Source: an optimization exercise on an open RTL-to-GDS flow (aim: small area and a short achievable clock period). Production flows keep margins and buffers that such runs may drop. Function was checked by simulation only, so behaviour that the tests miss may differ from the original. No activity file was given, so power comes from the tool's default toggle rates.

[flow/run.sh]
#!/bin/bash
set -euo pipefail
cd "$(dirname "$0")/.."
CTS="-sink_clustering_enable -repair_clock_nets -dont_use_dummy_load"
CTS="$CTS -sink_clustering_size 30 -sink_clustering_max_diameter 80"
CTS="$CTS -buf_list {sky130_fd_sc_hd__clkbuf_8 sky130_fd_sc_hd__clkbuf_16}"
bash standard.sh "CTS_ARGS=$CTS" finish > standard_flow.log 2>&1
[constraint.sdc]
create_clock -name core_clock -period 12.0 [get_ports {clk}]
set_input_delay 2.4000 -clock core_clock [delete_from_list [all_inputs] [get_ports {clk}]]
set_output_delay 2.4000 -clock core_clock [all_outputs]
set_load 0.01 [all_outputs]
[standard.sh]
#!/bin/bash
# synth_recipe.tcl (not shown) runs the flow's synth.tcl, then flattens the netlist and writes it again
# the make line also repeats each setting of config.mk as NAME=value (left out here)
make -C /OpenROAD-flow-scripts/flow DESIGN_CONFIG=/design/flow/config.mk WORK_HOME=/design/flow/orfs CLKGATE_MAP_FILE= SYNTH_SCRIPT=/design/flow/synth_recipe.tcl "${@:-finish}"
[design.v]
package cpu_pkg;
  localparam logic [5:0] OP_RTYPE = 6'b000000;
  localparam logic [5:0] OP_LW    = 6'b100011;
  localparam logic [5:0] OP_SW    = 6'b101011;
  localparam logic [5:0] OP_BEQ   = 6'b000100;
  localparam logic [5:0] OP_J     = 6'b000010;
  localparam logic [5:0] OP_JAL   = 6'b000011;
  localparam logic [5:0] OP_JR    = 6'b000101;  
  localparam logic [5:0] OP_ADDI  = 6'b001000;
  localparam logic [5:0] FUNCT_ADD = 6'b100000;
  localparam logic [5:0] FUNCT_SUB = 6'b100010;
  localparam logic [5:0] FUNCT_AND = 6'b100100;
  localparam logic [5:0] FUNCT_OR  = 6'b100101;
  localparam logic [5:0] FUNCT_SLT = 6'b101010;
endpackage
`timescale 1ns/100ps
module main_decoder (
  input  logic [5:0] opcode,
  input  logic [5:0] funct,
  input  logic       reset,
  output logic       alu_src,    
  output logic       sub,        
  output logic       sel_sum,    
  output logic       sel_and,
  output logic       sel_or,
  output logic       sel_slt,
  output logic       sel_mem,
  output logic       sel_link,
  output logic       reg_write,
  output logic       reg_dst,    
  output logic       mem_write,
  output logic       branch,
  output logic       jump,
  output logic       jump_reg,
  output logic       halted
);
  logic is_r, is_lw, is_sw, is_beq, is_j, is_jal, is_jr, is_addi;
  assign is_r    = (opcode == cpu_pkg::OP_RTYPE);
  assign is_lw   = (opcode == cpu_pkg::OP_LW);
  assign is_sw   = (opcode == cpu_pkg::OP_SW);
  assign is_beq  = (opcode == cpu_pkg::OP_BEQ);
  assign is_j    = (opcode == cpu_pkg::OP_J);
  assign is_jal  = (opcode == cpu_pkg::OP_JAL);
  assign is_jr   = (opcode == cpu_pkg::OP_JR);
  assign is_addi = (opcode == cpu_pkg::OP_ADDI);
  assign alu_src = opcode[5] | opcode[3];
  assign sub     = ~alu_src & (opcode[2] | funct[1]);
  assign sel_sum  = is_addi | (is_r & ((funct == cpu_pkg::FUNCT_ADD) | (funct == cpu_pkg::FUNCT_SUB)));
  assign sel_and  = is_r & (funct == cpu_pkg::FUNCT_AND);
  assign sel_or   = is_r & (funct == cpu_pkg::FUNCT_OR);
  assign sel_slt  = is_r & (funct == cpu_pkg::FUNCT_SLT);
  assign sel_mem  = is_lw;
  assign sel_link = is_jal;
  assign reg_write = ~reset & (is_r | is_addi | is_lw | is_jal);
  assign reg_dst   = is_r;
  assign mem_write = ~reset & is_sw;
  assign branch    = is_beq;
  assign jump      = is_j | is_jal;
  assign jump_reg  = is_jr;
  assign halted    = ~(is_r | is_lw | is_sw | is_beq | is_j | is_jal | is_jr | is_addi);
endmodule
`timescale 1ns/100ps
module alu (
  input  logic [31:0] a,
  input  logic [31:0] b,
  input  logic        sub,
  output logic [31:0] sum
);
  logic [31:0] bb, p, g, pp, c;
  assign bb = b ^ {32{sub}};
  assign p  = a ^ bb;
  always_comb begin
    g  = a & bb;
    pp = p;
    g[0] = g[0] | (p[0] & sub);    
    for (int l = 1; l < 32; l = l * 2) begin
      for (int i = 0; i < 32; i++) begin
        if ((i / l) % 2 == 1) begin
          g[i]  = g[i] | (pp[i] & g[(i / l) * l - 1]);
          pp[i] = pp[i] & pp[(i / l) * l - 1];
        end
      end
    end
    c = {g[30:0], sub};
  end
  assign sum = p ^ c;
endmodule
`timescale 1ns/100ps
module reg_file (
  input  logic        clk,
  input  logic        reset,
  input  logic        write_en,
  input  logic [4:0]  read_addr1,
  input  logic [4:0]  read_addr2,
  input  logic [4:0]  write_addr,
  input  logic [31:0] write_data,
  output logic [31:0] read_data1,
  output logic [31:0] read_data2
);
  logic [31:1][31:0] regs;
  logic [31:1]       valid;
  logic [31:1]       wsel, rsel1, rsel2;
  always_comb begin
    for (int i = 1; i < 32; i++) begin
      wsel[i]  = write_en & (write_addr == 5'(i));
      rsel1[i] = valid[i] & (read_addr1 == 5'(i));
      rsel2[i] = valid[i] & (read_addr2 == 5'(i));
    end
  end
  always_ff @(posedge clk) begin
    if (reset) valid <= '0;
    else       valid <= valid | wsel;
  end
  for (genvar i = 1; i < 32; i++) begin : g_reg
    always_ff @(posedge clk) begin
      if (wsel[i]) regs[i] <= write_data;
    end
  end
  always_comb begin
    read_data1 = '0;
    read_data2 = '0;
    for (int i = 1; i < 32; i++) begin
      read_data1 = read_data1 | ({32{rsel1[i]}} & regs[i]);
      read_data2 = read_data2 | ({32{rsel2[i]}} & regs[i]);
    end
  end
endmodule
`timescale 1ns/100ps
module pc_unit (
  input  logic        clk,
  input  logic        reset,
  input  logic        hold,
  input  logic        branch_taken,
  input  logic        jump,
  input  logic        jump_reg,
  input  logic [15:0] imm,
  input  logic [25:0] jump_index,
  input  logic [31:0] reg_target,
  output logic [31:0] pc,
  output logic [31:0] pc_plus4
);
  logic [31:0] branch_target, pc_next;
  assign pc_plus4      = pc + 32'd4;
  assign branch_target = pc_plus4 + {{14{imm[15]}}, imm, 2'b00};
  always_comb begin
    if (hold)              pc_next = pc;
    else if (jump_reg)     pc_next = reg_target;
    else if (jump)         pc_next = {pc_plus4[31:28], jump_index, 2'b00};
    else if (branch_taken) pc_next = branch_target;
    else                   pc_next = pc_plus4;
  end
  always_ff @(posedge clk) begin
    if (reset) pc <= '0;
    else       pc <= pc_next;
  end
endmodule
`timescale 1ns/100ps
module datapath (
  input  logic        clk,
  input  logic        reset,
  input  logic [31:0] imem_data,
  input  logic [31:0] dmem_rdata,
  input  logic        alu_src,
  input  logic        sub,
  input  logic        sel_sum,
  input  logic        sel_and,
  input  logic        sel_or,
  input  logic        sel_slt,
  input  logic        sel_mem,
  input  logic        sel_link,
  input  logic        reg_write,
  input  logic        reg_dst,
  input  logic        mem_write,
  input  logic        branch,
  input  logic        jump,
  input  logic        jump_reg,
  input  logic        halted,
  output logic [31:0] imem_addr,
  output logic [31:0] dmem_addr,
  output logic [31:0] dmem_wdata,
  output logic        dmem_we
);
  logic [4:0]  rs, rt, rd, write_addr;
  logic [31:0] imm_ext, rs_data, rt_data, alu_b, sum, write_data, pc_plus4;
  logic        zero;
  assign rs      = imem_data[25:21];
  assign rt      = imem_data[20:16];
  assign rd      = imem_data[15:11];
  assign imm_ext = {{16{imem_data[15]}}, imem_data[15:0]};
  assign write_addr = sel_link ? 5'd31 : (reg_dst ? rd : rt);
  reg_file u_reg_file (
    .clk (clk), .reset (reset), .write_en (reg_write),
    .read_addr1 (rs), .read_addr2 (rt), .write_addr (write_addr),
    .write_data (write_data), .read_data1 (rs_data), .read_data2 (rt_data)
  );
  assign alu_b = alu_src ? imm_ext : rt_data;
  alu u_alu (.a (rs_data), .b (alu_b), .sub (sub), .sum (sum));
  assign zero = (sum == 32'd0);
  assign write_data = ({32{sel_sum}}  & sum)
                    | ({32{sel_and}}  & (rs_data & rt_data))
                    | ({32{sel_or}}   & (rs_data | rt_data))
                    | ({32{sel_mem}}  & dmem_rdata)
                    | ({32{sel_link}} & pc_plus4)
                    | {31'd0, sel_slt & sum[31]};
  pc_unit u_pc_unit (
    .clk (clk), .reset (reset), .hold (halted),
    .branch_taken (branch & zero), .jump (jump), .jump_reg (jump_reg),
    .imm (imem_data[15:0]), .jump_index (imem_data[25:0]), .reg_target (rs_data),
    .pc (imem_addr), .pc_plus4 (pc_plus4)
  );
  assign dmem_addr  = sum;        
  assign dmem_wdata = rt_data;
  assign dmem_we    = mem_write;
endmodule
`timescale 1ns/100ps
module cpu_top (
  input  logic        clk,
  input  logic        reset,
  input  logic [31:0] imem_data,
  input  logic [31:0] dmem_rdata,
  output logic [31:0] imem_addr,
  output logic [31:0] dmem_addr,
  output logic [31:0] dmem_wdata,
  output logic        dmem_we,
  output logic        halted
);
  logic alu_src, sub, sel_sum, sel_and, sel_or, sel_slt, sel_mem, sel_link;
  logic reg_write, reg_dst, mem_write, branch, jump, jump_reg;
  main_decoder u_main_decoder (
    .opcode (imem_data[31:26]), .funct (imem_data[5:0]), .reset (reset),
    .alu_src (alu_src), .sub (sub), .sel_sum (sel_sum), .sel_and (sel_and),
    .sel_or (sel_or), .sel_slt (sel_slt), .sel_mem (sel_mem), .sel_link (sel_link),
    .reg_write (reg_write), .reg_dst (reg_dst), .mem_write (mem_write),
    .branch (branch), .jump (jump), .jump_reg (jump_reg), .halted (halted)
  );
  datapath u_datapath (
    .clk (clk), .reset (reset), .imem_data (imem_data), .dmem_rdata (dmem_rdata),
    .alu_src (alu_src), .sub (sub), .sel_sum (sel_sum), .sel_and (sel_and),
    .sel_or (sel_or), .sel_slt (sel_slt), .sel_mem (sel_mem), .sel_link (sel_link),
    .reg_write (reg_write), .reg_dst (reg_dst), .mem_write (mem_write),
    .branch (branch), .jump (jump), .jump_reg (jump_reg), .halted (halted),
    .imem_addr (imem_addr), .dmem_addr (dmem_addr), .dmem_wdata (dmem_wdata),
    .dmem_we (dmem_we)
  );
endmodule
[config.mk]
export PLATFORM = sky130hd
export DESIGN_NAME = cpu_top
export DESIGN_NICKNAME = cpu_top
export VERILOG_FILES = /design/flow/design.v
export SDC_FILE = /design/flow/constraint.sdc
export NUM_CORES = 4
export LEC_CHECK = 0
export CAP_MARGIN = 20
export CORE_MARGIN = 2
export CORE_UTILIZATION = 35
export CTS_BUF_LIST = sky130_fd_sc_hd__clkbuf_8 sky130_fd_sc_hd__clkbuf_16
export CTS_CLUSTER_DIAMETER = 80
export CTS_CLUSTER_SIZE = 30
export PLACE_DENSITY = 0.42
export SETUP_SLACK_MARGIN = 3.5
export SLEW_MARGIN = 20
export TNS_END_PERCENT = 5
==> results of run 1 <==
## power by group
group	total [mW]	leakage [nW]	internal, mW	switching, mW
Combinational	0.339	10.3	0.134	0.205
Clock	2.27	0.826	0.995	1.27
Sequential	3.98	8.51	3.98	0.00645
Total	6.59	19.7	5.11	1.48
## cell families (layout without fill, tap and decap cells)
| family | count (synthesis) | count (layout) |
|---|---|---|
| AOI/OAI and AO/OA | 1255 | 1255 |
| DFF | 1055 | 1055 |
| and+or+nand+nor | 892 | 903 |
| buffers and inverters | 317 | 728 |
| adders and majority gates | 97 | 97 |
| xor gates and xnor gates | 97 | 97 |
| muxes | 28 | 28 |
| other | 0 | 17 |
## per-layer routing
layer | part of all wire | track usage | vias to the layer above
met5 | 0.0018 | 0.0113 | -
met1 | 0.35 | 0.519 | 22900
li1 | - | - | 16500
met4 | 0.083 | 0.276 | 32
met2 | 0.41 | 0.616 | 4972
met3 | 0.15 | 0.180 | 1423
## worst paths after layout
| kind | to | from | cells after the start | slack, ps |
|---|---|---|---|---|
| setup reg to reg | u_datapath.u_pc_unit.pc[28] | u_datapath.u_reg_file.valid[10] | 27 | 4710 |
| hold / removal | u_datapath.u_reg_file.valid[26] | u_datapath.u_reg_file.valid[26] | 2 | 540 |
| hold reg to reg | u_datapath.u_reg_file.valid[26] | u_datapath.u_reg_file.valid[26] | 2 | 540 |
| setup / recovery | dmem_addr[29] | imem_data[20] | 21 | 2510 |
## worst register-to-register path: stages, from the launching register on
cell                       delay, ps
sky130_fd_sc_hd__dfxtp_1         630
sky130_fd_sc_hd__and3_4          340
sky130_fd_sc_hd__buf_12          210
sky130_fd_sc_hd__a22o_1          360
sky130_fd_sc_hd__a221oi_1        240
sky130_fd_sc_hd__nand3_1         120
sky130_fd_sc_hd__or4_4           620
sky130_fd_sc_hd__fa_2            420
sky130_fd_sc_hd__a211oi_4        250
sky130_fd_sc_hd__o21ai_2         100
sky130_fd_sc_hd__buf_4           150
sky130_fd_sc_hd__a31oi_4         190
sky130_fd_sc_hd__buf_6           140
sky130_fd_sc_hd__inv_4            30
sky130_fd_sc_hd__fa_2            500
sky130_fd_sc_hd__buf_4           160
sky130_fd_sc_hd__or4_1           480
sky130_fd_sc_hd__nor4_1          180
sky130_fd_sc_hd__nand3_1         190
sky130_fd_sc_hd__nor3_4          270
sky130_fd_sc_hd__buf_4           160
sky130_fd_sc_hd__nand4b_1        110
sky130_fd_sc_hd__buf_4           190
sky130_fd_sc_hd__nor4_4          250
sky130_fd_sc_hd__buf_4           160
sky130_fd_sc_hd__buf_4           200
sky130_fd_sc_hd__mux2_2          370
sky130_fd_sc_hd__o32ai_1         140
## flip-flops by register name, indices dropped and copies added (netlist names)
register / cells
u_datapath.u_pc_unit.pc: 32
u_datapath.u_reg_file.regs: 992
u_datapath.u_reg_file.valid: 31
## what timing repair did
| item | CTS | global route |
|---|---|---|
| setup endpoints to repair | 625 | 61 |
| pin swaps | 158 | 19 |
| setup buffers | 222 | 4 |
| gates resized for setup | 511 | 10 |
| cloned | 23 | 0 |
## stage by stage
stage | instances | instance area (um^2) | power (mW)
6_report | 6056 | 60600 | 6.59
2_1_floorplan | 3741 | 49800 | 4.20
3_5_place_dp | 5721 | 54800 | 4.34
3_3_place_gp | 5721 | 54800 | 4.34
4_1_cts | 6033 | 60400 | 6.57
5_1_grt | 6040 | 60600 | 6.72
## final cells by class
type / instances / area share
Tap cell: 1876 / 0.0387
Inverter: 26 / 0.00165
Multi-Input combinational cell: 2380 / 0.310
Sequential cell: 1055 / 0.512
Clock buffer: 67 / 0.0277
Timing Repair Buffer: 635 / 0.109
Antenna cell: 17 / 0.000702
## cells in the mapped netlist (23+ instances only)
| cell type | instances | area share |
|---|---|---|
| sky130_fd_sc_hd__a22o_1 | 166 | 0.030 |
| sky130_fd_sc_hd__inv_1 | 26 | 0.0020 |
| sky130_fd_sc_hd__dfxtp_1 | 63 | 0.026 |
| sky130_fd_sc_hd__or4_1 | 65 | 0.0099 |
| sky130_fd_sc_hd__a222oi_1 | 90 | 0.018 |
| sky130_fd_sc_hd__a21o_1 | 23 | 0.0035 |
| sky130_fd_sc_hd__and4_1 | 32 | 0.0057 |
| sky130_fd_sc_hd__nand4_1 | 50 | 0.0063 |
| sky130_fd_sc_hd__xnor2_1 | 74 | 0.013 |
| sky130_fd_sc_hd__buf_1 | 51 | 0.0039 |
| sky130_fd_sc_hd__nor2_1 | 178 | 0.014 |
| sky130_fd_sc_hd__a221oi_1 | 165 | 0.029 |
| sky130_fd_sc_hd__nor3_1 | 26 | 0.0026 |
| sky130_fd_sc_hd__clkbuf_1 | 229 | 0.017 |
| sky130_fd_sc_hd__a21oi_1 | 74 | 0.0075 |
| sky130_fd_sc_hd__ha_1 | 59 | 0.015 |
| sky130_fd_sc_hd__o21ai_0 | 47 | 0.0048 |
| sky130_fd_sc_hd__nand2_1 | 133 | 0.010 |
| sky130_fd_sc_hd__mux2i_1 | 24 | 0.0049 |
| sky130_fd_sc_hd__a22oi_1 | 566 | 0.086 |
| sky130_fd_sc_hd__and3_1 | 77 | 0.0098 |
| sky130_fd_sc_hd__nand3_1 | 241 | 0.024 |
| sky130_fd_sc_hd__edfxtp_1 | 992 | 0.60 |
| sky130_fd_sc_hd__maj3_1 | 32 | 0.0065 |
==> out/summary.md, run 1 <==
* 52.1 um — detailed-route wire length per cell
* 3 — number of synthesis warnings
* 1,055 — number of synthesized register bits
* 9600 ps — data required time at the worst endpoint
* 379 um — die outline width
* input port to output pin — type of the worst setup path
* 0.0239 — adder-cell area share of the yosys netlist
* 15 — count of TritonRoute iterations in the first routing pass
* 12,800 — fill cell total of the finished layout
* 0.00579 — mux contribution to synthesized area
* sky130_fd_sc_hd__edfxtp_1 — most instantiated flip-flop cell in the synthesis netlist
* 0.427 — Overall Global Routing Usage
* 0.201 — complex-gate fraction of the synthesized area
* 0 — count of hold-fix buffers inserted at cts
* 11 — crit path max fanout
* 101 ps — clk_skew
* 0.0310 mm^2 — FF+latch area
* input port — nature of the critical path startpoint
* 4,296 — nets
* 0.630 — sequential cell area fraction in the yosys report
* 537 ps — Hold Worst Slack
* 163 — count of buffers from port buffering
* 0.144 mm^2 — DIE AREA
* sky130_fd_sc_hd__or4_4 — cell at the slowest stage of the critical path
* output pin — kind of end point of the critical path
* 25 — antenna violations before repair
* 0.0965 — simple-gate share of the synthesized area
* 379 um — height of the die
* 0.0966 mV — Peak VDD IR
* 23.0% — area growth from synthesis to final layout
* 629 ps — worst setup slack before clock tree synthesis
* 19.7 nW — leakage
* 45,700 — vias post-DR
* done — TritonCTS clock tree
* 13.2 um^2 — per-instance average area after synthesis
* 137 — number of rows created at floorplan
* 105 MHz — max frequency
* 109 mW/mm^2 — power per cell area
* 3 — buffer depth of the longest clock path
* 164 — number of top-level design ports
* 0 — number of max-slew violations in the final report
* 0 — DRC errors left
* 2510 ps — setup slack of the critical path after layout
* 9490 ps — minimum clock period after layout
* flop to flop — type of the worst min-delay path
* 0 — number of setup violations in the final report
* 171,000 um — total half-perimeter wirelength after legalization and detailed placement
* 0 — remaining global-route overflow
* 0.353 — effective utilization at floorplan
* 3,741 — Cells after Synth
* simple AND/OR/NAND/NOR gates — family of cells with the greatest summed delay on the critical path
* 110 ps — clock input transition at the sequential cells of the worst setup and hold paths
* 42,600 — vias in the first global route
* 83 — number of library cell types mapped by synthesis
* 9,813 — first-iteration detailed-routing DRC count
* 0 — Async SR Flop Fraction
* 7.55 — average vias per placed instance
* sky130_fd_sc_hd__edfxtp_1 — most common library cell in the layout ignoring fill and taps
* 43 — pin count of the biggest net entering global routing
* 67 — total CTS buffers
* 0.224 — share of post-route cells with drive strength above 1
* 0.0493 mm^2 — Netlist Area Pre-Place
* 0.169 — Worst slew margin
* 992 — number of flops mapped to enable cells by yosys
* 315,000 um — final wirelength
* 0 — Final Hold Violating Endpoints
* timing/DRC/antenna clean — run status
* 8 — Buf/Inv on CP
* 405,000 um — first-pass GRT wire length
* 0 — max_cap viols
* sky130_fd_sc_hd__clkbuf_16 — clock root buffer master
* 0 — antenna-violating nets left
* compound AO/OA/AOI/OAI gates — largest family of logic cells by synthesized area
* 0.989 — GP Congestion
* 0 ps — TNS Setup
* 730 ps — clock latency reported for the late side of the worst-skew pair
* 0.0188 mm^2 — area of the multi-input gates
* 0.0176 — xor and xnor area share after synthesis
* 0.434 — post-layout utilization of the core
* 1,055 — clock net sink count
* 7090 ps — worst endpoint data arrival time
* 0.140 mm^2 — area of the placeable core
* 1250 ps — Least-Margin Pin Slew
* 0.791 — final clock period utilization by the worst path
* buf_12, buf_6, nor2b_4, and4_4, buf_12, buf_4, a222oi_1, nand3_1, or4_4, xnor2_1, o21ai_0, ha_1, and4_1, o31ai_4, buf_6, a2111oi_4, buf_4, o2111ai_1, o211ai_1, inv_1, buf_2 — CP Cell Sequence
* 3 — H-tree depth
* 700 ps — max incr delay on CP
* true — unrepaired setup endpoints after global routing
* 3,872 — Synth Net Count
* sky130_fd_sc_hd__edfxtp_1, sky130_fd_sc_hd__a22oi_1, sky130_fd_sc_hd__buf_4 — highest-count cells in the layout ignoring fill and taps
==> run 2, diff against run 1 <==
--- a/config.mk
+++ b/config.mk
@@ -14,4 +14,4 @@
 export PLACE_DENSITY = 0.42
-export SETUP_SLACK_MARGIN = 3.5
+export SETUP_SLACK_MARGIN = 3
 export SLEW_MARGIN = 20
-export TNS_END_PERCENT = 5
+export TNS_END_PERCENT = 10
==> run 2 against run 1 <==
  * Total power is 0.67% lower
  * Clock-buffer cell count is 1 lower
  * Highest routed layer unchanged
  * Sequential cell count stayed put
  * Area after synthesis stayed put
  * Critical endpoint is now dmem_addr[25]
  * Via count is 1.9% lower
  * Register-to-register slack worse by 190 ps
  * Sequential power hardly changed
  * Largest cell class unchanged
  * Final area is 2.7% lower
  * Synthesized cell count stayed put
  * Wire length is 2.2% lower
  * Cell count is 1.7% lower
  * Maximum frequency is 0.43% lower
  * Largest power group unchanged
==> out/summary.md, run 2 <==
* 12,800 — fill cell total of the finished layout, +0.71%
* 0.423 — post-layout utilization of the core, -0.0118
* 0 ps — TNS Setup, unchanged
* 0.153 — Worst slew margin, -0.0163
* 9530 ps — minimum clock period after layout, +40.8 ps
* 0.180 — met3 usage in global routing, +0.000498
* 0 — antenna-violating nets left, unchanged
* 5,737 — cell total after placement, +0.28%
* 11 — count of TritonRoute iterations in the first routing pass, -4
* u_datapath.u_reg_file.regs — register with the highest flop count
* 0 — number of max-slew violations in the final report, unchanged
* 3,872 — Synth Net Count, unchanged
* 51.8 um — detailed-route wire length per cell, -0.54%
* 43 — pin count of the biggest net entering global routing, unchanged
* 19.7% — area growth from synthesis to final layout
* 2470 ps — setup slack of the critical path after layout, -40.8 ps
* 992 — number of flops mapped to enable cells by yosys, unchanged
* 137 — number of rows created at floorplan, unchanged
* output pin — kind of end point of the critical path
* 0 — max_cap viols, unchanged
* 19.0 nW — leakage, -3.6%
* 83 — number of library cell types mapped by synthesis, unchanged
* met2 — most congested layer reported by global routing
* 111 mW/mm^2 — power per cell area, +2.1%
* 513 ps — Hold Worst Slack, -23.4 ps
* 992 — Largest register FFs, unchanged
* 50 ps — clock input transition at the sequential cells of the worst setup and hold paths, -60 ps
* input port to output pin — type of the worst setup path
* 0 — DRC errors left, unchanged
* 66 — total CTS buffers, -1.5%
* 308,000 um — final wirelength, -2.2%
* 0.0929 mV — Peak VDD IR, -3.9%
* 163 — count of buffers from port buffering, unchanged
* 3 — number of synthesis warnings, unchanged
* 19 — antenna violations before repair, -24%
* 10,900 — first-iteration detailed-routing DRC count, +11%
* input port — nature of the critical path startpoint
* 0.0548 mm^2 — Placed Area, about the same
* 0.526 — global-route track usage on met1, +0.00638
* 164 — number of top-level design ports, unchanged
* 4,204 — nets, -2.1%
* 0.419 — Overall Global Routing Usage, -0.00776
* 110 ps — clk_skew, +8.72 ps
* 0 — Async SR Flop Fraction, unchanged
* 0 — Final Hold Violating Endpoints, unchanged
* 0.990 — GP Congestion, +0.10%
* true — unrepaired setup endpoints after global routing
* sky130_fd_sc_hd__edfxtp_1 — leading cell type by number of instances after synthesis
* sky130_fd_sc_hd__edfxtp_1, sky130_fd_sc_hd__a22oi_1, sky130_fd_sc_hd__buf_4 — highest-count cells in the layout ignoring fill and taps
* sky130_fd_sc_hd__edfxtp_1, sky130_fd_sc_hd__a22oi_1, sky130_fd_sc_hd__a22o_1 — top cells by area, synth
* 105 MHz — max frequency, -0.43%
* 6.55 mW — overall power of the completed layout, -0.67%
* 10 — crit path max fanout, -1
* 0.200 — share of post-route cells with drive strength above 1, -0.0242
* 3 — buffer depth of the longest clock path, unchanged
* 0.630 — sequential cell area fraction in the yosys report, unchanged
* 13.2 um^2 — per-instance average area after synthesis, unchanged
* 0 — count of hold-fix buffers inserted at cts, unchanged
* done — TritonCTS clock tree
* 1,055 — clock net sink count, unchanged
* 7.54 — average vias per placed instance, -0.15%
* 398,000 um — first-pass GRT wire length, -1.7%
* 0 — number of setup violations in the final report, unchanged
* flop to flop — type of the worst min-delay path
* 3 — H-tree depth, unchanged
* timing/DRC/antenna clean — run status
* 0.144 mm^2 — DIE AREA, unchanged
* 183,000 um — total half-perimeter wirelength after legalization and detailed placement, +6.8%
* 42,200 — vias in the first global route, -0.94%
* 0.795 — final clock period utilization by the worst path, +0.00340
* 0.0590 mm^2 — cell area after layout, -2.7%
* sky130_fd_sc_hd__edfxtp_1 — most common library cell in the layout ignoring fill and taps
* sky130_fd_sc_hd__edfxtp_1 — most instantiated flip-flop cell in the synthesis netlist
* sky130_fd_sc_hd__clkbuf_16 — clock root buffer master
* 7130 ps — worst endpoint data arrival time, +40 ps
* sky130_fd_sc_hd__edfxtp_1, sky130_fd_sc_hd__a22oi_1, sky130_fd_sc_hd__nand3_1, sky130_fd_sc_hd__clkbuf_1, sky130_fd_sc_hd__nor2_1 — most frequent cells after synthesis
* 0.598 — global routing met2 resource utilization, -0.0187
* 9600 ps — data required time at the worst endpoint, about the same
* 379 um — height of the die, unchanged
* 0.605 — portion of synthesized cell area occupied by the leading cell type, unchanged
* 0 — remaining global-route overflow, unchanged
* 289 ps — worst setup slack before clock tree synthesis, -340 ps
* 740 ps — clock latency reported for the late side of the worst-skew pair, about the same
* u_datapath.u_reg_file.regs: 992 flops, u_datapath.u_pc_unit.pc: 32 flops, u_datapath.u_reg_file.valid: 31 flops — biggest registers after layout
* 0.0493 mm^2 — Netlist Area Pre-Place, unchanged
* 5,952 — final std cells w/o fill, -1.7%
* 3,741 — Cells after Synth, unchanged
* 1270 ps — Least-Margin Pin Slew, +24.5 ps
* 379 um — die outline width, unchanged
* 44,900 — vias post-DR, -1.9%
* 0.353 — effective utilization at floorplan, unchanged
* 0.140 mm^2 — area of the placeable core, unchanged
* 1,055 — number of synthesized register bits, unchanged
* sky130_fd_sc_hd__edfxtp_1 — dominant cell type by area after synthesis
-- run 2: per-layer routing --
| metal | part of all wire | wire [um] |
|---|---|---|
| met1 | 0.36 | 112000 |
| met2 | 0.41 | 125000 |
| met5 | 0.0015 | 471 |
| met3 | 0.16 | 48000 |
| met4 | 0.074 | 22900 |
-- run 2: what timing repair did --
item / in CTS / in global routing
setup buffers: 120 / 18
endpoints found under the setup margin: 319 / 60
cloned: 3 / 1
resized for setup: 418 / 34
pin swaps: 108 / 24
-- run 2: power by group --
group | internal [mW] | total, mW | switching, mW | leakage [nW]
clock | 0.980 | 2.24 | 1.26 | 0.813
combinational | 0.119 | 0.317 | 0.198 | 9.63
sequential | 3.98 | 3.98 | 0.00615 | 8.51
total | 5.08 | 6.55 | 1.47 | 19.0
-- run 2: final cells by class --
| type | instances | area [um^2] | share of cell area |
|---|---|---|---|
| Timing Repair Buffer | 553 | 5310 | 0.0900 |
| Sequential cell | 1055 | 31000 | 0.527 |
| Multi-Input combinational cell | 2371 | 18500 | 0.314 |
| Inverter | 26 | 100 | 0.00170 |
| Clock buffer | 66 | 1650 | 0.0280 |
| Tap cell | 1876 | 2350 | 0.0398 |
| Antenna cell | 5 | 12.5 | 0.000212 |
-- run 2: final timing paths --
| kind | start | end | slack, ps | cells after the start |
|---|---|---|---|---|
| worst min register to register | u_datapath.u_reg_file.valid[30] | u_datapath.u_reg_file.valid[30] | 510 | 2 |
| worst max-delay path | imem_data[18] | dmem_addr[25] | 2470 | 20 |
| worst min-delay path | u_datapath.u_reg_file.valid[30] | u_datapath.u_reg_file.valid[30] | 510 | 2 |
| worst max register to register | u_datapath.u_reg_file.valid[23] | u_datapath.u_pc_unit.pc[21] | 4520 | 26 |
-- run 2: cell families after synthesis --
kind of cell | Yosys count | synth area share
AO/OA/AOI/OAI | 1255 | 0.201
XOR/XNOR | 97 | 0.0176
adder cells (fa/ha/maj) | 97 | 0.0239
buffers and inverters | 317 | 0.0250
flip-flops | 1055 | 0.630
multiplexers | 28 | 0.00579
AND/OR/NAND/NOR | 892 | 0.0965
-- run 2: worst max-delay path, cell delays in order --
cell and delay [ps]:
sky130_fd_sc_hd__buf_12 120, sky130_fd_sc_hd__buf_8 140, sky130_fd_sc_hd__nor3b_2 400, sky130_fd_sc_hd__and3_4 550, sky130_fd_sc_hd__buf_4 340, sky130_fd_sc_hd__a22oi_1 150
sky130_fd_sc_hd__and3_1 210, sky130_fd_sc_hd__nand4_1 140, sky130_fd_sc_hd__buf_12 150, sky130_fd_sc_hd__xnor2_1 120, sky130_fd_sc_hd__a21oi_1 100, sky130_fd_sc_hd__ha_1 390
sky130_fd_sc_hd__and4_4 260, sky130_fd_sc_hd__a221o_1 430, sky130_fd_sc_hd__buf_6 170, sky130_fd_sc_hd__nor3_4 180, sky130_fd_sc_hd__nand3_2 120, sky130_fd_sc_hd__a21o_1 200
sky130_fd_sc_hd__and2_2 220, sky130_fd_sc_hd__dlygate4sd2_1 290
==> run 3, diff against run 2 <==
--- a/config.mk
+++ b/config.mk
@@ -16,2 +16,2 @@
 export SLEW_MARGIN = 20
-export TNS_END_PERCENT = 10
+export TNS_END_PERCENT = 20
==> run 3 against run 2 <==
  * Still clean
  * Sequential share of layout area down 0.13 points
  * Via count down 0.24%
  * Sequential power about the same
  * Critical path depth up 2
  * Clock-buffer cell count unchanged
  * Largest cell class unchanged
  * Highest routed layer unchanged
==> out/summary.md, run 3 <==
* sky130_fd_sc_hd__edfxtp_1 — leading cell type by number of instances after synthesis
* 510 ps — max incr delay on CP, -40 ps
* 0 ps — TNS Setup, unchanged
* 1.47 mW — Net Switching, +0.10%
* 0.225 — fraction of power spent switching nets, about the same
* 43 — pin count of the biggest net entering global routing, unchanged
* 44,800 — vias post-DR, -0.24%
* 0.0239 — adder-cell area share of the yosys netlist, unchanged
* sky130_fd_sc_hd__a21o_1 — Critical Path Most Common Cell
* flop to flop — type of the worst min-delay path
* 13 — count of TritonRoute iterations in the first routing pass, +2
* 740 ps — clock latency reported for the late side of the worst-skew pair, about the same
* 3 — H-tree depth, unchanged
* 3,741 — Cells after Synth, unchanged
* sky130_fd_sc_hd__or4_4 — cell at the slowest stage of the critical path
* 51.6 um — detailed-route wire length per cell, -0.33%
* 3,872 — Synth Net Count, unchanged
* 4,209 — nets, +0.12%
* sky130_fd_sc_hd__edfxtp_1, sky130_fd_sc_hd__a22oi_1, sky130_fd_sc_hd__a22o_1 — top cells by area, synth
* 13.2 um^2 — per-instance average area after synthesis, unchanged
* 105 MHz — max frequency, about the same
* 0.353 — effective utilization at floorplan, unchanged
* 1,055 — number of synthesized register bits, unchanged
* 9540 ps — minimum clock period after layout, +2.98 ps
* 992 — Largest register FFs, unchanged
* 183,000 um — total half-perimeter wirelength after legalization and detailed placement, unchanged
* 0 — remaining global-route overflow, unchanged
* 42,200 — vias in the first global route, +0.0095%
* 20 — antenna violations before repair, +1
* 308,000 um — final wirelength, -0.14%
* 0 — Async SR Flop Fraction, unchanged
* input port to output pin — type of the worst setup path
* 66 — total CTS buffers, unchanged
* sky130_fd_sc_hd__edfxtp_1 — most common library cell in the layout ignoring fill and taps
* 0.203 — share of post-route cells with drive strength above 1, +0.00343
* 7140 ps — worst endpoint data arrival time, about the same
* compound AO/OA/AOI/OAI gates — family of cells with the greatest summed delay on the critical path
* 0 — Final Hold Violating Endpoints, unchanged
* timing/DRC/antenna clean — run status
* true — unrepaired setup endpoints after global routing
* 19.0 nW — leakage, +0.37%
* 0 — number of max-slew violations in the final report, unchanged
* done — TritonCTS clock tree
* 83 — number of library cell types mapped by synthesis, unchanged
* 0.424 — post-layout utilization of the core, +0.00109
* 0.00579 — mux contribution to synthesized area, unchanged
* sky130_fd_sc_hd__edfxtp_1, sky130_fd_sc_hd__a22oi_1, sky130_fd_sc_hd__buf_4 — highest-count cells in the layout ignoring fill and taps
* 9600 ps — data required time at the worst endpoint, about the same
* 7.51 — average vias per placed instance, -0.42%
* 0.630 — sequential cell area fraction in the yosys report, unchanged
* 1280 ps — Least-Margin Pin Slew, +6.87 ps
* 0.605 — portion of synthesized cell area occupied by the leading cell type, unchanged
* u_datapath.u_reg_file.regs — register with the highest flop count
* 7 — Buf/Inv on CP, +1
* 398,000 um — first-pass GRT wire length, about the same
* 3 — buffer depth of the longest clock path, unchanged
* 289 ps — worst setup slack before clock tree synthesis, unchanged
* 6.55 mW — overall power of the completed layout, about the same
* 0 — DRC errors left, unchanged
* 0 — number of setup violations in the final report, unchanged
* 1,055 — clock net sink count, unchanged
* output pin — kind of end point of the critical path
* 0.0934 mV — Peak VDD IR, +0.59%
* compound AO/OA/AOI/OAI gates — largest family of logic cells by synthesized area
* 992 — number of flops mapped to enable cells by yosys, unchanged
* u_datapath.u_reg_file.valid[30] — Hold Startpoint
* 5.08 mW — internal portion of total power, about the same
* 164 — number of top-level design ports, unchanged
* 10,600 — first-iteration detailed-routing DRC count, -3.1%
* u_datapath.u_reg_file.regs: 992 flops, u_datapath.u_pc_unit.pc: 32 flops, u_datapath.u_reg_file.valid: 31 flops — biggest registers after layout
* 0.990 — GP Congestion, unchanged
* 0.144 mm^2 — DIE AREA, unchanged
* 50 ps — clock input transition at the sequential cells of the worst setup and hold paths, about the same
* 163 — count of buffers from port buffering, unchanged
* 3 — number of synthesis warnings, unchanged
* 0.0493 mm^2 — Netlist Area Pre-Place, unchanged
* 2460 ps — setup slack of the critical path after layout, -2.98 ps
* 0.419 — Overall Global Routing Usage, about the same
* sky130_fd_sc_hd__edfxtp_1, sky130_fd_sc_hd__a22oi_1, sky130_fd_sc_hd__nand3_1, sky130_fd_sc_hd__clkbuf_1, sky130_fd_sc_hd__nor2_1 — most frequent cells after synthesis
* 0.608 — share of total power in sequential cells, about the same
* 0 — antenna-violating nets left, unchanged
* 111 mW/mm^2 — power per cell area, -0.22%
* sky130_fd_sc_hd__edfxtp_1 — most instantiated flip-flop cell in the synthesis netlist
* 0.0176 — xor and xnor area share after synthesis, unchanged
* 0.343 — clock share of power, about the same
* 379 um — die outline width, unchanged
* 379 um — height of the die, unchanged
* 0.049 — combinational group share of total power, about the same
* 0 — max_cap viols, unchanged
* 115 ps — clk_skew, +5.34 ps
* 137 — number of rows created at floorplan, unchanged
* 20.0% — area growth from synthesis to final layout
* sky130_fd_sc_hd__clkbuf_16 — clock root buffer master
* 0.795 — final clock period utilization by the worst path, about the same
* sky130_fd_sc_hd__edfxtp_1 — dominant cell type by area after synthesis
* 8 — crit path max fanout, -2
* u_datapath.u_reg_file.valid[31] — RR Startpoint
* imem_data[18] — start point of the critical path
* 12,800 — fill cell total of the finished layout, -0.093%
* 0.140 mm^2 — area of the placeable core, unchanged
* buf_12, buf_8, and3b_2, and3_4, buf_12, buf_4, buf_4, a22o_1, a221oi_1, nand3_1, or4_4, xnor2_1, a21oi_2, ha_4, a21o_1, a21o_1, a21o_1, a21o_1, or2_2, o211ai_1, inv_1, buf_6 — CP Cell Sequence
* 511 ps — Hold Worst Slack, -1.74 ps
* input port — nature of the critical path startpoint
* 0.139 — Worst slew margin, -0.0136
* 0.0965 — simple-gate share of the synthesized area, unchanged
* 0.201 — complex-gate fraction of the synthesized area, unchanged
[run 3: metrics by stage]
step / std cells / instance area (um^2)
after detailed placement: 5737 / 54800
after global routing: 5961 / 59100
after global placement: 5734 / 54700
after floorplan: 3741 / 49700
after CTS: 5926 / 58600
final: 5963 / 59100
[run 3: worst paths after layout]
kind,endpoint,slack (ps),depth (start not counted)
max,dmem_addr[29],2460,22
min,u_datapath.u_reg_file.valid[30],510,2
max reg2reg,u_datapath.u_pc_unit.pc[21],4500,29
min reg2reg,u_datapath.u_reg_file.valid[30],510,2
[run 3: logic make-up after synthesis]
kind of cell	count (synthesis)
buf+inv	317
xor+xnor	97
mux	28
fa+ha+maj	97
compound gates	1255
flops	1055
simple gates	892
[run 3: layout make-up]
class                           count  area [um^2]  share of cell area
Sequential cell                  1055        31000               0.525
Multi-Input combinational cell   2371        18600               0.315
Inverter                           26          100             0.00169
Clock buffer                       66         1650              0.0279
Timing Repair Buffer              558         5350              0.0905
Tap cell                         1876         2350              0.0397
Antenna cell                       11         27.5            0.000466
[run 3: worst register-to-register path: cells and delay by family, from the launching register on]
kind / cells / cell delay [ps]
AOI/OAI and AO/OA: 7 / 1360
adders and majority gates: 2 / 870
buffers and inverters: 9 / 1520
DFF: 1 / 330
muxes: 1 / 350
and+or+nand+nor: 10 / 2860
[run 3: repair_timing]
| item | CTS | global route |
|---|---|---|
| hold buffers | 0 | 0 |
| buffers inserted | 120 | 23 |
| pin swaps | 108 | 43 |
| setup endpoints to repair | 319 | 60 |
| gates cloned | 3 | 1 |
| resized for setup | 421 | 51 |
[run 3: power by group through the flow]
stage          registers (mW)  logic (mW)  clock network [mW]
5_1_grt                  3.98       0.333                2.37
3_3_place_gp             4.07       0.275                   0
6_report                 3.98       0.318                2.25
3_5_place_dp             4.07       0.275                   0
4_1_cts                  3.98       0.303                2.25
2_1_floorplan            4.07       0.131                   0
[run 3: metal layers]
layer	global-route usage	vias up	share of wire
li1	-	16300	-
met2	0.598	4813	0.41
met3	0.180	1281	0.16
met4	0.241	30	0.073
met1	0.526	22400	0.36
met5	0.0130	-	0.0013
==> run 4, diff against run 3 <==
--- a/flow/run.sh
+++ b/flow/run.sh
@@ -6,2 +6,2 @@
 CTS="$CTS -buf_list {sky130_fd_sc_hd__clkbuf_8 sky130_fd_sc_hd__clkbuf_16}"
-bash standard.sh "CTS_ARGS=$CTS" finish > standard_flow.log 2>&1
+bash standard.sh "CTS_ARGS=$CTS" RECOVER_POWER=50 finish > standard_flow.log 2>&1
--- a/config.mk
+++ b/config.mk
@@ -16,2 +16,2 @@
 export SLEW_MARGIN = 20
-export TNS_END_PERCENT = 20
+export TNS_END_PERCENT = 5
==> run 4 against run 3 <==
  * Now fails the layout checks on capacitance limit, slew limit
  * Sequential share of layout area increased by 0.53 points
  * Synthesized cell count did not move
  * Total power fell by 0.23%
  * Via count up 0.45%
  * Setup slack worse by 1000 ps
  * Die area is the same
  * Final area fell by 1.0%
  * Wire length up 0.14%
  * Sequential cell count stayed put
  * Cell count is 0.37% lower
==> out/summary.md, run 4 <==
* finished with violations — run status
* capacitance limit, slew limit — violated checks
* 0.181 — share of post-route cells with drive strength above 1, -0.0227
* 18.8 nW — leakage, -1.2%
* dlygate4sd3_1, or2_0, o21ai_0, clkbuf_1, fa_1, a211oi_1, o21ai_0, a31oi_1, clkbuf_4, o211ai_1, xor2_2, clkdlybuf4s50_1 — CP Cell Sequence
* -2.57 — Worst slew margin, -2.71
* 10,600 — first-iteration detailed-routing DRC count, -0.25%
* sky130_fd_sc_hd__edfxtp_1 — dominant cell type by area after synthesis
* 992 — number of flops mapped to enable cells by yosys, unchanged
* 1,068 — number of max-slew violations in the final report, +1,068
* output pin — kind of end point of the critical path
* 0.990 — GP Congestion, unchanged
* 116 ps — clk_skew, +0.733 ps
* 13.2 um^2 — per-instance average area after synthesis, unchanged
* 183,000 um — total half-perimeter wirelength after legalization and detailed placement, unchanged
* sky130_fd_sc_hd__edfxtp_1, sky130_fd_sc_hd__a22oi_1, sky130_fd_sc_hd__buf_4 — highest-count cells in the layout ignoring fill and taps
* flop to flop — type of the worst min-delay path
* 398,000 um — first-pass GRT wire length, about the same
* 163 — count of buffers from port buffering, unchanged
* 740 ps — clock latency reported for the late side of the worst-skew pair, about the same
* 6.53 mW — overall power of the completed layout, -0.23%
* 0.882 — final clock period utilization by the worst path, +0.0870
* 0.140 mm^2 — area of the placeable core, unchanged
* 5350 ps — Least-Margin Pin Slew, +4070 ps
* 0.605 — portion of synthesized cell area occupied by the leading cell type, unchanged
* 42,100 — vias in the first global route, -0.20%
* 0.630 — sequential cell area fraction in the yosys report, unchanged
* done — TritonCTS clock tree
* 0 — DRC errors left, unchanged
* 992 — Largest register FFs, unchanged
* 2 — number of cells traversed by the worst hold path, unchanged
* 0 — remaining global-route overflow, unchanged
* 3,741 — Cells after Synth, unchanged
* 8180 ps — worst endpoint data arrival time, +1040 ps
* 0 — Final Hold Violating Endpoints, unchanged
* 18.8% — area growth from synthesis to final layout
* 379 um — height of the die, unchanged
* 137 — number of rows created at floorplan, unchanged
* 20 — antenna violations before repair, unchanged
* 0.0918 mV — Peak VDD IR, -1.7%
* 0 — Async SR Flop Fraction, unchanged
* 0.419 — post-layout utilization of the core, -0.00427
* 112 mW/mm^2 — power per cell area, +0.78%
* u_datapath.u_reg_file.regs — register with the highest flop count
* 0.353 — effective utilization at floorplan, unchanged
* 29 — Worst R2R Path Depth, unchanged
* 5,737 — cell total after placement, unchanged
* 5,941 — final std cells w/o fill, -0.37%
* true — unrepaired setup endpoints after global routing
* 4,185 — nets, -0.57%
* 0 ps — TNS Setup, unchanged
* 30 — crit path max fanout, +22
* 379 um — die outline width, unchanged
* 1,055 — clock net sink count, unchanged
* 0 — count of hold-fix buffers inserted at cts, unchanged
* 3 — H-tree depth, unchanged
* sky130_fd_sc_hd__edfxtp_1 — most common library cell in the layout ignoring fill and taps
* 43 — pin count of the biggest net entering global routing, unchanged
* 94.5 MHz — max frequency, -9.9%
* 9600 ps — data required time at the worst endpoint, about the same
* input port — nature of the critical path startpoint
* input port to output pin — type of the worst setup path
* sky130_fd_sc_hd__edfxtp_1, sky130_fd_sc_hd__a22oi_1, sky130_fd_sc_hd__nand3_1, sky130_fd_sc_hd__clkbuf_1, sky130_fd_sc_hd__nor2_1 — most frequent cells after synthesis
* sky130_fd_sc_hd__edfxtp_1, sky130_fd_sc_hd__a22oi_1, sky130_fd_sc_hd__a22o_1 — top cells by area, synth
* 0.144 mm^2 — DIE AREA, unchanged
* 1,055 — number of synthesized register bits, unchanged
* 11 — count of TritonRoute iterations in the first routing pass, -2
* 51.9 um — detailed-route wire length per cell, +0.51%
* sky130_fd_sc_hd__or2_0 — cell at the slowest stage of the critical path
* 0.0493 mm^2 — Netlist Area Pre-Place, unchanged
* u_datapath.u_reg_file.regs: 992 flops, u_datapath.u_pc_unit.pc: 32 flops, u_datapath.u_reg_file.valid: 31 flops — biggest registers after layout
* 0 — number of setup violations in the final report, unchanged
* 50 ps — clock input transition at the sequential cells of the worst setup and hold paths, about the same
* 45,000 — vias post-DR, +0.45%
* 36 — max_cap viols, +36
* 0 — antenna-violating nets left, unchanged
* sky130_fd_sc_hd__clkbuf_16 — clock root buffer master
* 66 — total CTS buffers, unchanged
* 7.57 — average vias per placed instance, +0.83%
* sky130_fd_sc_hd__o21ai_0 — Critical Path Most Common Cell
* 83 — number of library cell types mapped by synthesis, unchanged
* 3 — buffer depth of the longest clock path, unchanged
* 164 — number of top-level design ports, unchanged
* sky130_fd_sc_hd__edfxtp_1 — leading cell type by number of instances after synthesis
* 3,872 — Synth Net Count, unchanged
* sky130_fd_sc_hd__edfxtp_1 — most instantiated flip-flop cell in the synthesis netlist
* 308,000 um — final wirelength, +0.14%
* 0.418 — Overall Global Routing Usage, about the same
* 10,580 ps — minimum clock period after layout, +1040 ps
* 3 — number of synthesis warnings, unchanged
* 1470 ps — max incr delay on CP, +960 ps
==> run 4: cell counts after synthesis <==
No cell type changed its count.
==> run 4: worst paths after layout <==
path                              startpoint                              end  slack, ps
max                            imem_data[29]                    dmem_addr[13]       1420
min reg2reg  u_datapath.u_reg_file.valid[30]  u_datapath.u_reg_file.valid[30]        520
max reg2reg  u_datapath.u_reg_file.valid[31]      u_datapath.u_pc_unit.pc[21]       4110
min          u_datapath.u_reg_file.valid[30]  u_datapath.u_reg_file.valid[30]        520
==> run 4: area by class of cell <==
type,instances,area (um^2)
inverter,26,100
antenna,13,32.5
timing repair buffer,535,5010
sequential,1055,31000
tap,1876,2350
fill,12900,81000
clock buffer,66,1650
multi-input combinational,2370,18300
==> run 4: per-stage QoR <==
step,hold slack [ps],instance area (um^2),worst slack (ps)
3_3_place_gp,470,54700,367
2_1_floorplan,446,49700,3000
4_1_cts,504,58500,2580
6_report,517,58500,1420
5_1_grt,548,58500,1190
3_5_place_dp,482,54800,289
==> run 4: power by group <==
group | switching, mW | internal (mW) | total, mW | leakage [nW]
Clock | 1.26 | 0.980 | 2.24 | 0.813
Sequential | 0.00607 | 3.98 | 3.98 | 8.51
Combinational | 0.195 | 0.114 | 0.309 | 9.48
==> run 4: cell families after synthesis <==
logic type,synth area share
compound gates,0.201
flops,0.630
simple gates,0.0965
buf+inv,0.0250
xor+xnor,0.0176
fa+ha+maj,0.0239
mux,0.00579
==> run 4: timing repair <==
action / CTS / global route
buffers inserted: 113 / 7
gates cloned: 3 / 0
pin swaps: 104 / 18
endpoints found under the hold margin: 0 / 0
setup endpoints to repair: 319 / 60
gates resized for setup: 384 / 23
==> run 4: per-layer routing <==
| metal | wire length, um | global-route usage | share of wire | up-vias |
|---|---|---|---|---|
| met5 | 406 | 0.0130 | 0.0013 | - |
| met4 | 23700 | 0.240 | 0.077 | 30 |
| met3 | 48200 | 0.179 | 0.16 | 1302 |
| met2 | 125000 | 0.598 | 0.41 | 4808 |
| met1 | 111000 | 0.526 | 0.36 | 22600 |
| li1 | - | - | - | 16200 |
==> run 4: critical path, delay by kind of cell <==
family | cells | cell delay (ps)
simple gates | 1 | 1470
buf+inv | 4 | 1810
compound gates | 5 | 1630
xor+xnor | 1 | 400
fa+ha+maj | 1 | 450

[separate check: timing with driven ports]
The results above use ideal ports. As a check the final layouts listed here were re-extracted and re-timed, cells and wires unchanged. Step 1 sets driving cells, clkbuf_16 on the clock port and buf_2 on the other inputs (assumed; they add their load-dependent delay and slew). Step 2 times the ports against the registers' clock, not the clock port: input delays grow and output delays shrink by t, the midpoint of the rising clock arrivals with the driver on. Slacks: ideal ports / drivers / drivers and shift; pairs: ideal ports / drivers.
run | t, ns | setup WS [ns] | hold WS [ns]
run 1 | 0.757 | 2.506 / 2.325 / 2.299 | 0.537 / 0.537 / 0.537
run 2 | 0.765 | 2.466 / 2.404 / 2.173 | 0.513 / 0.513 / 0.513
run 3 | 0.766 | 2.463 / 2.394 / 2.145 | 0.511 / 0.511 / 0.511
run 4 | 0.766 | 1.419 / 1.393 / 1.183 | 0.517 / 0.517 / 0.517
The setup slack of run 3, which loses most, moves by -0.069 ns with the drivers and by -0.318 ns with both steps.
